Context: an optimization exercise on an open-source flow, tuned for a short achievable clock period and few clock cycles. The choices shown serve that exercise and are no tape-out recipe. The RTL was checked by simulation tests, not by an equivalence proof against the original design. Power figures rest on the tool's default switching activity, not on a simulated workload.

==> run a: inputs <==
==> flow/design.v (excerpt) <==
module grid_line_path_walker #(
   parameter int COORD_BITS = 8
) (
   input  logic                  clock,
   input  logic                  reset,
   input  logic                  req_valid,
   output logic                  req_stall,
   input  logic                  req_command,
   input  logic [COORD_BITS-1:0] req_start_y,
   input  logic [COORD_BITS-1:0] req_start_x,
   input  logic [COORD_BITS-1:0] req_end_y,
   input  logic [COORD_BITS-1:0] req_end_x,
   input  logic                  req_pass_through,
   input  logic                  req_info_mode,
   input  logic                  req_stop_at_occupant,
   input  logic                  req_cell_projectable,
   input  logic                  req_cell_believed_wall,
   input  logic                  req_cell_occupied,
   output logic                  rsp_valid,
   input  logic                  rsp_stall,
   output logic [COORD_BITS-1:0] rsp_grid_y,
   output logic [COORD_BITS-1:0] rsp_grid_x,
   output logic                  rsp_grid_valid,
   output logic                  rsp_path_done,
   output logic [glpw_pkg::LEN_W-1:0] rsp_path_length,
   input  logic                  csr_psel,
   input  logic                  csr_penable,
   input  logic                  csr_pwrite,
   input  logic [glpw_pkg::CSR_ADDR_W-1:0] csr_paddr,
   input  logic [glpw_pkg::CSR_DATA_W-1:0] csr_pwdata,
   output logic [glpw_pkg::CSR_DATA_W-1:0] csr_prdata,
   output logic                  csr_pready
);
clock: 10.5 ns
lec_check: 0
cap_margin: 20
core_margin: 2
core_utilization: 40
slew_margin: 20
standard.sh (not shown) runs the stock make flow with config.mk's settings and CLKGATE_MAP_FILE= SYNTH_SCRIPT=/design/flow/synth_recipe.tcl, a recipe that flattens the netlist after the stock synthesis.
==> flow/flow/run.sh <==
#!/bin/bash
set -euo pipefail
bash standard.sh SETUP_SLACK_MARGIN=6.6 finish > orfs_make.log 2>&1
==> inputs of run b, as changes to run a <==
--- a/flow/design.v
+++ b/flow/design.v
@@ -152,28 +152,23 @@
    endfunction
    function automatic logic [CB-1:0] step_coord(input logic [CB-1:0] v, input logic dn);
       logic [KW:0] r;
       r = ks_add(w(v), dn ? '1 : word_type'(1), 1'b0);
       step_coord = r[CB-1:0];
    endfunction
    logic [LW-1:0] range_limit_ff;
-   logic [LW-1:0] range_limit_n_ff;    
    logic          csr_hit;
    assign csr_hit    = (csr_paddr[AW-1:2] == glpw_pkg::CSR_IDX_RANGE_LIMIT);
    assign csr_pready = 1'b1;
-   logic [LW-1:0] csr_rd;
-   assign csr_rd     = ~({LW{!csr_hit}} | range_limit_n_ff);
-   assign csr_prdata = DW'(csr_rd);
+   assign csr_prdata = csr_hit ? DW'(range_limit_ff) : '0;
    always_ff @(posedge clock) begin
       if (reset) begin
-         range_limit_ff   <= glpw_pkg::RANGE_LIMIT_RESET;
-         range_limit_n_ff <= ~glpw_pkg::RANGE_LIMIT_RESET;
+         range_limit_ff <= glpw_pkg::RANGE_LIMIT_RESET;
       end else if (csr_psel && csr_penable && csr_pwrite && csr_hit) begin
-         range_limit_ff   <= csr_pwdata[LW-1:0];
-         range_limit_n_ff <= ~csr_pwdata[LW-1:0];
+         range_limit_ff <= csr_pwdata[LW-1:0];
       end
    end
    item_type new_item;
    word_type sy, sx, ey, ex, dyp, dyn, dxp, dxn;
    logic     n_ydn, n_xdn, n_near;
    logic [CB-1:0] n_ay, n_ax, n_yp, n_ym, n_xp, n_xm;
    always_comb begin
@@ -213,33 +208,57 @@
       new_item.ay    = n_ay;
       new_item.ax    = n_ax;
       new_item.y0    = req_start_y;
       new_item.x0    = req_start_x;
       new_item.y1    = n_ydn ? n_ym : n_yp;
       new_item.x1    = n_xdn ? n_xm : n_xp;
    end
-   item_type it_ff, it;
-   logic     rv_ff;
-   logic     hold, accept, take;
-   assign hold      = rv_ff && rsp_stall;
-   assign req_stall = hold;
-   assign accept    = req_valid && !hold;
-   assign take      = rv_ff && !rsp_stall;
-   assign rsp_valid = rv_ff;
-   assign it        = it_ff;
+   item_type it_f_ff, it_h0_ff, it_h1_ff, it;
+   logic     fv_ff, hv0_ff, hv1_ff, hwp_ff, hrp_ff;
+   logic     accept, take, hold_any, push, pop;
+   assign hold_any  = hv0_ff || hv1_ff;
+   assign req_stall = hold_any;
+   assign accept    = req_valid && !hold_any;
+   assign rsp_valid = hold_any || fv_ff;
+   assign take      = rsp_valid && !rsp_stall;
+   assign push      = fv_ff && !(take && !hold_any);
+   assign pop       = take && hold_any;
+   assign it        = !hold_any ? it_f_ff : (hrp_ff ? it_h1_ff : it_h0_ff);
    always_ff @(posedge clock) begin
-      if (!hold) begin
-         it_ff <= new_item;
-      end
+      it_f_ff <= new_item;
    end
    always_ff @(posedge clock) begin
       if (reset) begin
-         rv_ff <= 1'b0;
-      end else if (!hold) begin
-         rv_ff <= accept;
+         fv_ff  <= 1'b0;
+         hv0_ff <= 1'b0;
+         hv1_ff <= 1'b0;
+         hwp_ff <= 1'b0;
+         hrp_ff <= 1'b0;
+      end else begin
+         fv_ff <= accept;
+         if (push) begin
+            hwp_ff <= !hwp_ff;
+         end
+         if (pop) begin
+            hrp_ff <= !hrp_ff;
+         end
+         if ((push && !hwp_ff) || (pop && !hrp_ff)) begin
+            hv0_ff <= push && !hwp_ff;
+         end
+         if ((push && hwp_ff) || (pop && hrp_ff)) begin
+            hv1_ff <= push && hwp_ff;
+         end
+      end
+   end
+   always_ff @(posedge clock) begin
+      if (fv_ff && !hwp_ff) begin
+         it_h0_ff <= it_f_ff;
+      end
+      if (fv_ff && hwp_ff) begin
+         it_h1_ff <= it_f_ff;
       end
    end
    logic          active_ff;
    logic          pass_ff, info_ff, soo_ff;
    logic          vert_ff, diag_ff;
    logic          ydn_ff, xdn_ff;
    logic [CB-1:0] cand_y_ff, cand_x_ff;    
@@ -270,28 +289,26 @@
          rsp_grid_x      = c_give ? cand_x_ff : '0;
          rsp_grid_valid  = c_give;
          rsp_path_done   = !c_give || c_done;
          rsp_path_length = c_give ? cells1_ff : cells_ff;
       end
    end
    logic          s_diag, s_d0ge;
-   word_type      s_a, s_m, s_d0, s_d0v, s_d0h;
+   word_type      s_a, s_m, s_d0;
    logic [CB-1:0] s_y2, s_x2, s_cy, s_cx;
    word_type      n_d;
    logic          n_dge, n_e;
    logic [CB-1:0] n_cy, n_cx;
    word_type      n_cells1;
    always_comb begin
       s_diag = !it.vert && !it.horz;
       s_a    = it.vert ? w(it.ay) : w(it.ax);
       s_m    = it.vert ? w(it.ax) : w(it.ay);
-      s_d0v  = ks_add3(w(it.ax), w(it.ax) << 1, ~w(it.ay), 1'b1);
-      s_d0h  = ks_add3(w(it.ay), w(it.ay) << 1, ~w(it.ax), 1'b1);
-      s_d0   = it.vert ? s_d0v : s_d0h;
-      s_d0ge = it.vert ? !s_d0v[KW-1] : !s_d0h[KW-1];
+      s_d0   = ks_add3(s_m, s_m << 1, ~s_a, 1'b1);
+      s_d0ge = !s_d0[KW-1];
       s_y2   = step_coord(it.y1, it.ydn);
       s_x2   = step_coord(it.x1, it.xdn);
       s_cy   = !it.horz ? s_y2 : (s_d0ge ? it.y1 : it.y0);
       s_cx   = !it.vert ? s_x2 : (s_d0ge ? it.x1 : it.x0);
       n_d      = ks_add(d_ff, d_ff[KW-1] ? incn_ff : incp_ff, 1'b0);
       n_dge    = !n_d[KW-1];
       n_e      = diag_ff || n_dge;
==> comparison <==
In run b the sequential share of layout area is higher than in run a, by 5.8 points. Against run a, the utilization of run b is higher by 3.7 points. Against run b, the combinational power of run a is lower by 48%. Of run b and run a, run b has the higher total power (gap about 80%, measured against run a). Run b ran to the end with no violations. Run a ran to the end with no violations. Between run b and run a, the lower routed wire length is in run a (gap about 40%, measured against run a).
Testbench counts of run a, summed over its fixed seeds: cycles 46,506.
Testbench counts of run b, summed over its fixed seeds: cycles 46,506.

[what the ideal ports hide]
No port has a modelled driver above. Below, the same layouts with a new extraction and two added sets of constraints.
Step 1 sets driving cells, clkbuf_16 on the clock port and buf_2 on the other inputs (assumed; they add their load-dependent delay and slew).
Step 2 moves the port delays by t, midway between the first and last clock arrival at a register: inputs arrive t later, outputs are due t later. That takes back most of the time a late clock gives input paths.
Slacks: ideal ports / drivers / drivers and shift; pairs: ideal ports / drivers.
run	t (ns)	setup slack, ns	clock arrival spread, ns
run a	0.474	5.801 / 5.757 / 5.422	0.019 / 0.019
run b	0.615	5.813 / 5.813 / 5.619	0.020 / 0.020
After both steps every run listed still meets setup and hold. For run a, which loses most, drivers alone change the setup slack by -0.044 ns; drivers and shift together by -0.379 ns.
